Background: an optimization exercise with open tools, aiming at small area, a short achievable clock period and few clock cycles per item. Do not read the settings as production practice.

## run A
// pipe_divider
module pipe_divider (
    input  logic        clk,
    input  logic        rst,
    input  logic        in_valid,
    output logic        in_ready,
    input  logic [31:0] dividend,
    input  logic [31:0] divisor,
    output logic        out_valid,
    input  logic        out_ready,
    output logic [31:0] quotient,
    output logic [31:0] remainder,
    output logic        div_by_zero
);
Size in the first run: about 1,400 cells after synthesis, roughly 120 flip-flops, about 140 I/O pins, ~0.0095 sq mm of cells after synthesis.
export LEC_CHECK = 0
export ABC_AREA = 1
export CAP_MARGIN = 20
export CORE_MARGIN = 2
export CORE_UTILIZATION = 40
export CTS_BUF_LIST = sky130_fd_sc_hd__clkbuf_8
export SETUP_SLACK_MARGIN = 2.9
export SLEW_MARGIN = 20
create_clock -name core_clock -period 5.5 [get_ports {clk}]
standard.sh (not shown) runs the stock make flow with config.mk's settings and CLKGATE_MAP_FILE= SYNTH_SCRIPT=/design/flow/synth_recipe.tcl, a recipe that flattens the netlist after the stock synthesis.
==> flow/flow/run.sh <==
#!/bin/bash
# Standard layout (the standard.sh: same synthesis script and steps), except:
# - the port buffers that global placement inserts use the smallest plain buffer instead
#   of the delay buffer buffer_ports picks by default; each port still gets its own buffer;
# - clock tree synthesis runs without dummy load cells.
set -euo pipefail
export BUFFER_PORTS_ARGS="-buffer_cell sky130_fd_sc_hd__buf_1"
export CTS_ARGS="-sink_clustering_enable -repair_clock_nets -buf_list sky130_fd_sc_hd__clkbuf_8 -dont_use_dummy_load"
bash standard.sh > standard.log 2>&1
Input-level comparison between run B and run A:
- SETUP_SLACK_MARGIN changed from 2.9 to 2.8
==> comparison <==
- Relative to run A, run B degrades final worst setup slack.
- On critical path depth: run B sits above run A.
- Min upper clock frequency limit across run B and run A: run B
- For number of multi-input combinational cells, run A and run B come out practically identical.
- There was hardly any difference in post-placement cell area between run A and run B.
- The area taken by flip-flops and latches was comparable across run B and run A.
diff inputs: run B => run C
==> flow/flow/run.sh <==
#!/bin/bash
# Standard layout (the standard.sh, unchanged synthesis and steps), except that the
# port buffers that global placement inserts use the smallest plain buffer instead of
# the delay buffer buffer_ports picks by default. Each port still gets its own buffer.
set -euo pipefail
export BUFFER_PORTS_ARGS="-buffer_cell sky130_fd_sc_hd__buf_1"
bash standard.sh > standard.log 2>&1
[summary]
Run B -> run C: half-perimeter wire length of the detailed placement result delta 0, exact match. Diff run B -> run C: non-clock inverter instance count of the final layout fell by 1, count of plain and timing-repair buffers higher, share of the cycle needed by the critical path after routing decreased 1.1 points, signed area change from the synthesized netlist to the final layout saw an increase. Share of cell area taken by flip-flops and latches: lower on run C.
Function was not checked in any run of this note: the RTL went through the layout flow alone.

---

== P ==
pipe_divider, a different RTL version from the one above (not shown whole).
For scale: about 970 cells after synthesis, ~100 flip-flops, ~140 I/O pins.
==> flow/config.mk <==
export PLATFORM = sky130hd
export DESIGN_NAME = pipe_divider
export DESIGN_NICKNAME = pipe_divider
export VERILOG_FILES = /design/flow/design.v
export SDC_FILE = /design/flow/constraint.sdc
export NUM_CORES = 4
export LEC_CHECK = 0
export CAP_MARGIN = 20
export CORE_MARGIN = 2
export CORE_UTILIZATION = 40
export SLEW_MARGIN = 20
==> flow/constraint.sdc <==
create_clock -name core_clock -period 5.5 [get_ports {clk}]
set_input_delay 1.1000 -clock core_clock [delete_from_list [all_inputs] [get_ports {clk}]]
set_output_delay 1.1000 -clock core_clock [all_outputs]
set_load 0.01 [all_outputs]
run.sh (not shown) runs the stock make flow with config.mk's settings and CLKGATE_MAP_FILE= SYNTH_SCRIPT=/design/flow/synth_recipe.tcl, a recipe that flattens the netlist after the stock synthesis.
Stock flow here: none of the scripts above is used.
P: no failed stages, no open violations at the end
Input-level comparison between Q and P:
Settings: SETUP_SLACK_MARGIN newly set to 2.0; ABC_CLOCK_PERIOD_IN_PS newly set to 2500.
--- outcome ---
Route | Q vs P | wire longer in Q. Against P, clock skew in Q came out worse. On cell count: between P and Q, it ends up lower for P.
No functional check of the RTL was part of any run of this note.

---

pipe_divider, a different RTL version from the one above (not shown whole).
For scale: roughly 140 I/O pins, roughly 0.0090 sq mm of cells after synthesis.
export LEC_CHECK = 0
export CAP_MARGIN = 20
export CORE_MARGIN = 2
export CORE_UTILIZATION = 40
export SETUP_SLACK_MARGIN = 2.5
export SLEW_MARGIN = 20
create_clock -name core_clock -period 5.5 [get_ports {clk}]
The first run went through all stages and came out clean.
==> next run, changes <==
--- a/flow/config.mk
+++ b/flow/config.mk
@@ -10,3 +10,3 @@
 export CORE_UTILIZATION = 40
-export SETUP_SLACK_MARGIN = 2.5
+export SETUP_SLACK_MARGIN = 3.0
 export SLEW_MARGIN = 20
Result:
- The new run completed without violations
- worst hold slack is better by 0.0042 ns
- area after synthesis is unchanged
- flip-flop and latch count stays the same
- cell count came out higher by a few percent
- synthesized cell count stays the same
- core utilization is higher by 6.3 points
==> next run, changes <==
--- a/flow/config.mk
+++ b/flow/config.mk
@@ -7,2 +7,3 @@
 export LEC_CHECK = 0
+export ABC_CLOCK_PERIOD_IN_PS = 2500
 export CAP_MARGIN = 20
@@ -10,3 +11,3 @@
 export CORE_UTILIZATION = 40
-export SETUP_SLACK_MARGIN = 3.0
+export SETUP_SLACK_MARGIN = 2.0
 export SLEW_MARGIN = 20
=> Global-route usage decreases by 3.8 points; cell count went down by 7.4%; core utilization goes down by 10 points; worst setup slack degrades by 0.35 ns; clock-buffer cell count climbs by 1; register-to-register slack loses 0.16 ns; fmax decreases by 10%; design area came out lower by 17%; worst hold slack stays flat; routed wire length is lower by 15%.
No functional check of the RTL was part of any run of this note.

-- static timing again, ports no longer ideal --
The flow's constraints put no driver on any port. The routed layouts listed below were extracted and timed again, unchanged, in two steps. Step 1, drivers: a clkbuf_16 drives clk and a buf_2 each remaining input, both assumed. Step 2, shift: input delay + t, output delay - t, t = (earliest + latest rising clock arrival at the registers) / 2. This alone moves slack from input paths to output paths. a / b / c = ideal / step 1 / step 2; a / b = the first two.
| run | t (ns) | setup slack, ns | slew at the worst register clock pin (ns) | worst data-port slew with drivers (ns) | pins driven straight from the clock port |
|---|---|---|---|---|---|
| run A | 0.494 | 2.854 / 2.813 / 2.470 | 0.10 / 0.10 | 0.05 | 1 |
| run B | 0.487 | 2.792 / 2.792 / 2.454 | 0.11 / 0.11 | 0.03 | 1 |
| run C | 0.505 | 2.854 / 2.831 / 2.431 | 0.10 / 0.10 | 0.03 | 1 |
| P | 0.418 | 0.877 / 0.905 / 0.486 | 0.09 / 0.09 | 0.06 | 1 |
| Q | 0.411 | 1.692 / 1.712 / 1.301 | 0.09 / 0.09 | 0.06 | 1 |
| the first run of note 3 | 0.471 | 2.427 / 2.427 / 2.053 | 0.07 / 0.07 | 0.06 | 1 |
| the second run of note 3 | 0.477 | 2.354 / 2.354 / 2.275 | 0.07 / 0.07 | 0.07 | 1 |
| the third run of note 3 | 0.470 | 2.004 / 2.017 / 1.547 | 0.06 / 0.06 | 0.06 | 1 |
After both steps every run listed still meets setup and hold. The setup slack of the third run of note 3, which loses most, moves by +0.013 ns with the drivers and by -0.457 ns with both steps.
